Context: an optimization exercise on an open-source flow, tuned for small area. The choices shown serve that exercise and are no tape-out recipe. The RTL was checked by simulation tests, not by an equivalence proof against the original design. Power and IR drop assume default switching activity.

File: run.sh
#!/bin/bash
# synth_recipe.tcl (not shown) runs the flow's synth.tcl, then flattens the netlist and writes it again
# the make line also repeats each setting of config.mk as NAME=value (left out here)
make -C /OpenROAD-flow-scripts/flow DESIGN_CONFIG=/design/flow/config.mk WORK_HOME=/design/flow/orfs CLKGATE_MAP_FILE= SYNTH_SCRIPT=/design/flow/synth_recipe.tcl finish
File: constraint.sdc
create_clock -name core_clock -period 8.0 [get_ports {clk_i}]
set_input_delay 1.6000 -clock core_clock [delete_from_list [all_inputs] [get_ports {clk_i}]]
set_output_delay 1.6000 -clock core_clock [all_outputs]
set_load 0.01 [all_outputs]
File: design.v
package fpss_pkg;
    localparam int XLEN       = 32;
    localparam int NAME_W     = 5;
    localparam int PADDR_W    = 6;
    localparam int OFFS_W     = 3;
    localparam int NUM_OFFS   = 4;
    localparam int ID_W       = 5;
    localparam int CFG_ADDR_W = 4;
    localparam logic [XLEN-1:0] CANON_NAN = 32'h7FC0_0000;
endpackage
`timescale 1ns/1ps
import fpss_pkg::*;
module fpss_top (
    input  logic                             clk_i,
    input  logic                             rst_n_i,
    input  logic [31:0]                      acc_req_instr_i,
    input  logic [fpss_pkg::ID_W-1:0]        acc_req_id_i,
    input  logic [fpss_pkg::XLEN-1:0]        acc_req_arg_i,
    input  logic                             acc_req_valid_i,
    output logic                             acc_req_ready_o,
    output logic [fpss_pkg::ID_W-1:0]        acc_rsp_id_o,
    output logic [fpss_pkg::XLEN-1:0]        acc_rsp_data_o,
    output logic                             acc_rsp_error_o,
    output logic                             acc_rsp_valid_o,
    input  logic                             acc_rsp_ready_i,
    input  logic [fpss_pkg::CFG_ADDR_W-1:0]  paddr_i,
    input  logic                             psel_i,
    input  logic                             penable_i,
    input  logic                             pwrite_i,
    input  logic [31:0]                      pwdata_i,
    output logic [31:0]                      prdata_o,
    output logic                             pready_o,
    output logic                             pslverr_o
);
    logic [NUM_OFFS-1:0][OFFS_W-1:0] offs;
    logic                            addr_ok;
    assign addr_ok   = (paddr_i[1:0] == 2'b00);
    assign pready_o  = psel_i & penable_i;
    assign pslverr_o = pready_o & pwrite_i & ~addr_ok;
    always_ff @(posedge clk_i) begin
        if (!rst_n_i) begin
            for (int k = 0; k < NUM_OFFS; k++) offs[k] <= OFFS_W'(k);
        end else if (pready_o & pwrite_i & addr_ok) begin
            offs[paddr_i[3:2]] <= pwdata_i[OFFS_W-1:0];
        end
    end
    always_comb begin
        prdata_o = '0;
        if (addr_ok) prdata_o[OFFS_W-1:0] = offs[paddr_i[3:2]];
    end
    logic [3:0]         op;
    logic [PADDR_W-1:0] rd_a, rs1_a, rs2_a;
    logic               legal;
    logic [2:0]         test_en;    
    logic [2:0]         cls;        
    assign op    = acc_req_instr_i[31:28];
    assign rd_a  = {offs[acc_req_instr_i[27:26]], acc_req_instr_i[25:23]};
    assign rs1_a = {offs[acc_req_instr_i[22:21]], acc_req_instr_i[20:18]};
    assign rs2_a = {offs[acc_req_instr_i[17:16]], acc_req_instr_i[15:13]};
    always_comb begin
        legal   = 1'b1;
        test_en = 3'b000;
        case (op)
            4'd1, 4'd2, 4'd3: test_en = 3'b111;
            4'd4:             test_en = 3'b100;
            4'd5:             test_en = 3'b001;
            default:          legal   = 1'b0;
        endcase
    end
    assign cls = legal ? op[2:0] : 3'd0;
    logic                    run_q;
    logic [2:0]              s_v;
    logic [2:0][2:0]         s_cls;
    logic [2:0][PADDR_W-1:0] s_rd;
    logic [2:0][ID_W-1:0]    s_id;
    logic [2:0][XLEN-1:0]    s_pay;     
    logic [2:0]              s_wr;
    logic                    advance;
    logic                    collision;
    logic [XLEN-1:0]         pay_in;
    always_comb begin
        for (int k = 0; k < 3; k++) s_wr[k] = (s_cls[k] != 3'd0) & (s_cls[k] != 3'd5);
    end
    always_comb begin
        collision = 1'b0;
        for (int k = 0; k < 3; k++) begin
            if (s_v[k] & s_wr[k]) begin
                if (test_en[0] && s_rd[k] == rs1_a) collision = 1'b1;
                if (test_en[1] && s_rd[k] == rs2_a) collision = 1'b1;
                if (test_en[2] && s_rd[k] == rd_a)  collision = 1'b1;
            end
        end
    end
    assign advance         = ~s_v[2] | acc_rsp_ready_i;
    assign acc_req_ready_o = run_q & advance & ~collision;
    assign pay_in = (op == 4'd4) ? acc_req_arg_i : {acc_req_arg_i[31:12], rs2_a, rs1_a};
    always_ff @(posedge clk_i) begin
        if (!rst_n_i) begin
            run_q <= 1'b0;
            s_v   <= '0;
        end else begin
            run_q <= 1'b1;
            if (advance) s_v <= {s_v[1:0], acc_req_valid_i & acc_req_ready_o};
        end
    end
    always_ff @(posedge clk_i) begin
        if (advance) begin
            s_cls <= {s_cls[1:0], cls};
            s_rd  <= {s_rd[1:0], rd_a};
            s_id  <= {s_id[1:0], acc_req_id_i};
            s_pay <= {s_pay[1:0], pay_in};
        end
    end
    logic [63:0]           rf_boxed;
    logic [XLEN-1:0]       rf_data [64];
    logic                  we;
    logic [XLEN-1:0]       wdata;
    logic [XLEN-1:0]       a_val;
    logic                  b_sign;
    logic [PADDR_W-1:0]    a_addr, b_addr;
    assign a_addr = s_pay[2][5:0];
    assign b_addr = s_pay[2][11:6];
    logic [63:0]           a_sel, b_sel;
    logic                  a_hit;
    always_comb begin
        a_val  = '0;
        b_sign = 1'b0;
        for (int i = 0; i < 64; i++) begin
            a_sel[i] = (a_addr == PADDR_W'(i)) & rf_boxed[i];
            b_sel[i] = (b_addr == PADDR_W'(i)) & rf_boxed[i];
            a_val    = a_val | ({XLEN{a_sel[i]}} & rf_data[i]);
            b_sign   = b_sign | (b_sel[i] & rf_data[i][31]);
        end
        a_hit = |a_sel;
        if (!a_hit) a_val = CANON_NAN;
    end
    always_comb begin
        case (s_cls[2])
            3'd1:    wdata = {b_sign, a_val[30:0]};
            3'd2:    wdata = {~b_sign, a_val[30:0]};
            3'd3:    wdata = {a_val[31] ^ b_sign, a_val[30:0]};
            3'd4:    wdata = s_pay[2];
            default: wdata = a_val;
        endcase
    end
    assign we = s_v[2] & acc_rsp_ready_i & s_wr[2];
    always_ff @(posedge clk_i) begin
        if (!rst_n_i) begin
            rf_boxed <= '0;
        end else if (we) begin
            rf_boxed[s_rd[2]] <= 1'b1;
        end
    end
    always_ff @(posedge clk_i) begin
        if (we) rf_data[s_rd[2]] <= wdata;
    end
    assign acc_rsp_valid_o = s_v[2];
    assign acc_rsp_id_o    = s_id[2];
    assign acc_rsp_error_o = (s_cls[2] == 3'd0);
    assign acc_rsp_data_o  = (s_cls[2] == 3'd0) ? '0 : wdata;
endmodule
File: config.mk
export PLATFORM = sky130hd
export DESIGN_NAME = fpss_top
export DESIGN_NICKNAME = fpss_top
export VERILOG_FILES = /design/flow/design.v
export SDC_FILE = /design/flow/constraint.sdc
export NUM_CORES = 4
export LEC_CHECK = 0
export CAP_MARGIN = 20
export CORE_MARGIN = 2
export CORE_UTILIZATION = 60
export SLEW_MARGIN = 20
==> impl_metrics.ini <==
[run_status]
status = complete, but fails checks
so.violations = negative setup slack

[power_and_ir_drop]
p_int_uw = 19000
switching_share_pct = 21.5
p_clk_share_pct = 42.3
p_leak_uw = 0.0306
combPwrFrac_pct = 3.3
powerDensity_mw_per_mm2 = 246
switchingPower_uw = 5220
ir_drop_mv = 0.223
seqPwrFrac_pct = 54.3

[setup_path]
end_kind = primary output
cp-start-kind = flip-flop
critical_path_class = reg -> out
critical_path.max_fanout = 23
required_ns = 6.40
arrival_ns = 6.48

[cells_and_area]
drive_above_1_share_pct = 14.8
design_area_sq_mm = 0.0985
regArea_sq_mm = 0.0672
final_common_cell = edfxtp_1
mostFrequentLayoutCells = edfxtp_1, a22oi_1, buf_4
multiInputGateArea_sq_mm = 0.0178
n_fill_cell = 9307
nNetsFinal = 5624
synthToLayoutAreaGrowth_pct = 14.9
finalNonFillerCells = 7591

[logic_synthesis]
ys_top_cells_by_area = edfxtp_1, a22oi_1, dfxtp_1
synth_seq_cells = 2266
synthArstFlopShare_pct = 0
synth_top_area_cell = edfxtp_1
synth_top_cell_area_share_pct = 76.5
netlist_instances = 5163
synth_edf_count = 2186
yosys_warnings = 1
synth_ff_type = edfxtp_1
syn_area_per_cell_sq_um = 16.6
syn_area_sq_mm = 0.0858
ys_seq_area_share_pct = 78.4
yosys.cell_types.count = 86

[timing]
fin_setup_tns_ns = -0.143
finClkSkew_ns = 0.0496
post-route-period-util_pct = 101
max_freq_ghz = 0.124
relSlewSlack_pct = 11.7
hold_violations = 0
layout_setup_ws_ns = -0.0841
tightestPinTransition_ns = 1.33
fin_crit_ns = 8.08
setup_viol = 2
drv_slew = 0

[global_route]
grt_use_total_pct = 48.0
grt_pass1_wl_um = 464000
grt_overflow = 0
antenna_found_initial = 28
grt_max_degree = 84
grt_pass1_vias = 52800

[drt]
wire_per_inst_um = 46.5
drc = 0
firstDrtPassIters = 8
viasPerCell = 7.71
vias = 58500
totalWireLength_um = 353000
ant_nets = 0
drtIter0Drc = 11800

[placed_design]
portBuffers = 114
pre_cts_ws_ns = 1.15
dpl-instance-area_sq_mm = 0.0913
dp.cells = 7170
gp_congestion = 1.02
dpl.hpwl_um = 221000

[cts]
htreeDepth = 4
cts_made_buffers = 215
root_buffer = clkbuf_16
cts_tree = yes
clock_path_buffers = 3
clkLatencyLatePin_ns = 0.87
clock_sinks = 2266
path_clk_slew_ns = 0.06

[floorplan]
rows = 138
ios = 186
die_width_um = 382
dieArea_sq_mm = 0.146
initial_core_util_pct = 60.5
core_sq_mm = 0.142
fp.dieH_um = 382

[min_path]
min_path_type = reg -> reg

[run]
maxCapViolCount = 0
==> sequential cells by signal (all words and copies together) (netlist names) <==
| signal | flops |
|---|---|
| s_rd | 18 |
| s_pay | 96 |
| offs | 12 |
| s_v | 3 |
| rf_boxed | 64 |
| run_q | 1 |
| s_cls | 9 |
| rf_data | 2048 |
| s_id | 15 |
==> metal layers <==
metal  vias up  part of all wire (%)  GRT usage [%]
met1     29300                    33           62.5
met4        38                   7.5           27.7
li1      21800                     -              -
met2      6062                    41           66.2
met3      1345                    18           22.4
met5         -                  0.13           1.03
==> power by group through the flow <==
stage,combinational (uW),clock [uW],sequential [uW]
after detailed placement,750,0,13400
after floorplan,350,0,13400
after CTS,753,10200,13200
after global routing,812,10700,13200
after global placement,736,0,13400
final,810,10300,13200
==> cell usage after synthesis, types with 9 or more instances <==
cell type,number
a2111oi_0,14
a211oi_1,17
a21oi_1,55
a221o_1,9
a221oi_1,53
a222oi_1,39
a22o_1,47
a22oi_1,719
a31oi_1,21
a32o_1,10
a32oi_1,43
and2_1,71
and3_1,72
and3b_1,14
buf_1,35
buf_2,84
buf_4,46
clkbuf_1,184
dfxtp_1,80
edfxtp_1,2186
inv_1,12
mux2_2,13
mux4_2,13
nand2_1,277
nand2b_1,11
nand3_1,125
nand3b_1,9
nand4_1,125
nand4b_1,12
nor2_1,221
nor2b_1,19
nor3_1,49
nor4_1,50
o2111ai_1,9
o211ai_1,10
o21a_1,63
o21ai_0,81
o22ai_1,47
o32a_1,9
or3_1,11
or4_1,9
xnor2_1,29
xor2_1,33
==> final timing paths <==
check | cells past startpoint | startpoint | to | slack [ns]
worst min register to register | 0 | s_pay[39] | s_pay[71] | 0.39
worst max register to register | 11 | s_pay[65] | rf_data[29][7] | 1.89
worst max-delay path | 10 | s_pay[65] | acc_rsp_data_o[11] | -0.08
worst min-delay path | 0 | s_pay[39] | s_pay[71] | 0.39
==> cell type report <==
cell class / count / share of cell area [%]
flip-flops and latches: 2266 / 68.3
multi-input cells: 2557 / 18.1
clock buffers: 260 / 5.68
repair buffers: 452 / 4.04
well taps: 1890 / 2.40
clock inverters: 138 / 1.45
inverters: 12 / 0.0508
diodes: 16 / 0.0406
==> kinds of logic (layout without fill, tap and decap cells) <==
kind of cell	Yosys count	in the layout	synth area share, %
compound gates	1290	1290	11.3
mux	27	27	0.524
xor+xnor	62	62	0.633
flops	2266	2266	78.4
simple gates	1141	1141	6.98
buf+inv	368	862	2.00
fa+ha+maj	8	8	0.117
other cells	1	45	0.00437
==> through the flow <==
step | hold slack, ns | total power [uW] | utilization, %
after floorplan | 0.400 | 13700 | -
after global placement | 0.401 | 14200 | 64.3
after detailed placement | 0.405 | 14200 | 64.4
after CTS | 0.380 | 24100 | 69.4
after global routing | 0.373 | 24600 | 69.5
final | 0.388 | 24200 | 69.5
==> timing repair <==
action	in CTS	in global routing
gates resized for setup	0	1
setup endpoints to repair	0	2
hold buffers	0	0
buffers inserted	0	3
==> worst max-delay path, cell delays in order, from the launching register on <==
cell	delay, ns
edfxtp_1	0.79
and4b_1	0.77
and3_2	0.70
buf_12	0.31
a22oi_1	0.22
nand2_1	0.07
nor4_1	0.85
o211ai_1	0.62
nor4_2	0.53
nor3_1	0.16
clkdlybuf4s50_1	0.54

## re-timing with driven ports
The results above use ideal ports. As a check the final layout listed here was re-extracted and re-timed, cells and wires unchanged. Step 1 assumes that a clkbuf_16 drives the clock port and a buf_2 every other input. Step 2 moves the port delays by t, midway between the first and last clock arrival at a register: inputs arrive t later, outputs are due t later. That takes back most of the time a late clock gives input paths. Slacks: ideal / step 1 / step 2; pairs: ideal / step 1.
shift t [ns]: 0.934
setup WS [ns]: -0.084 / -0.169 / 0.766
worst setup path after step 2: register to output
For this run, drivers alone change the setup slack by -0.085 ns; drivers and shift together by +0.850 ns.
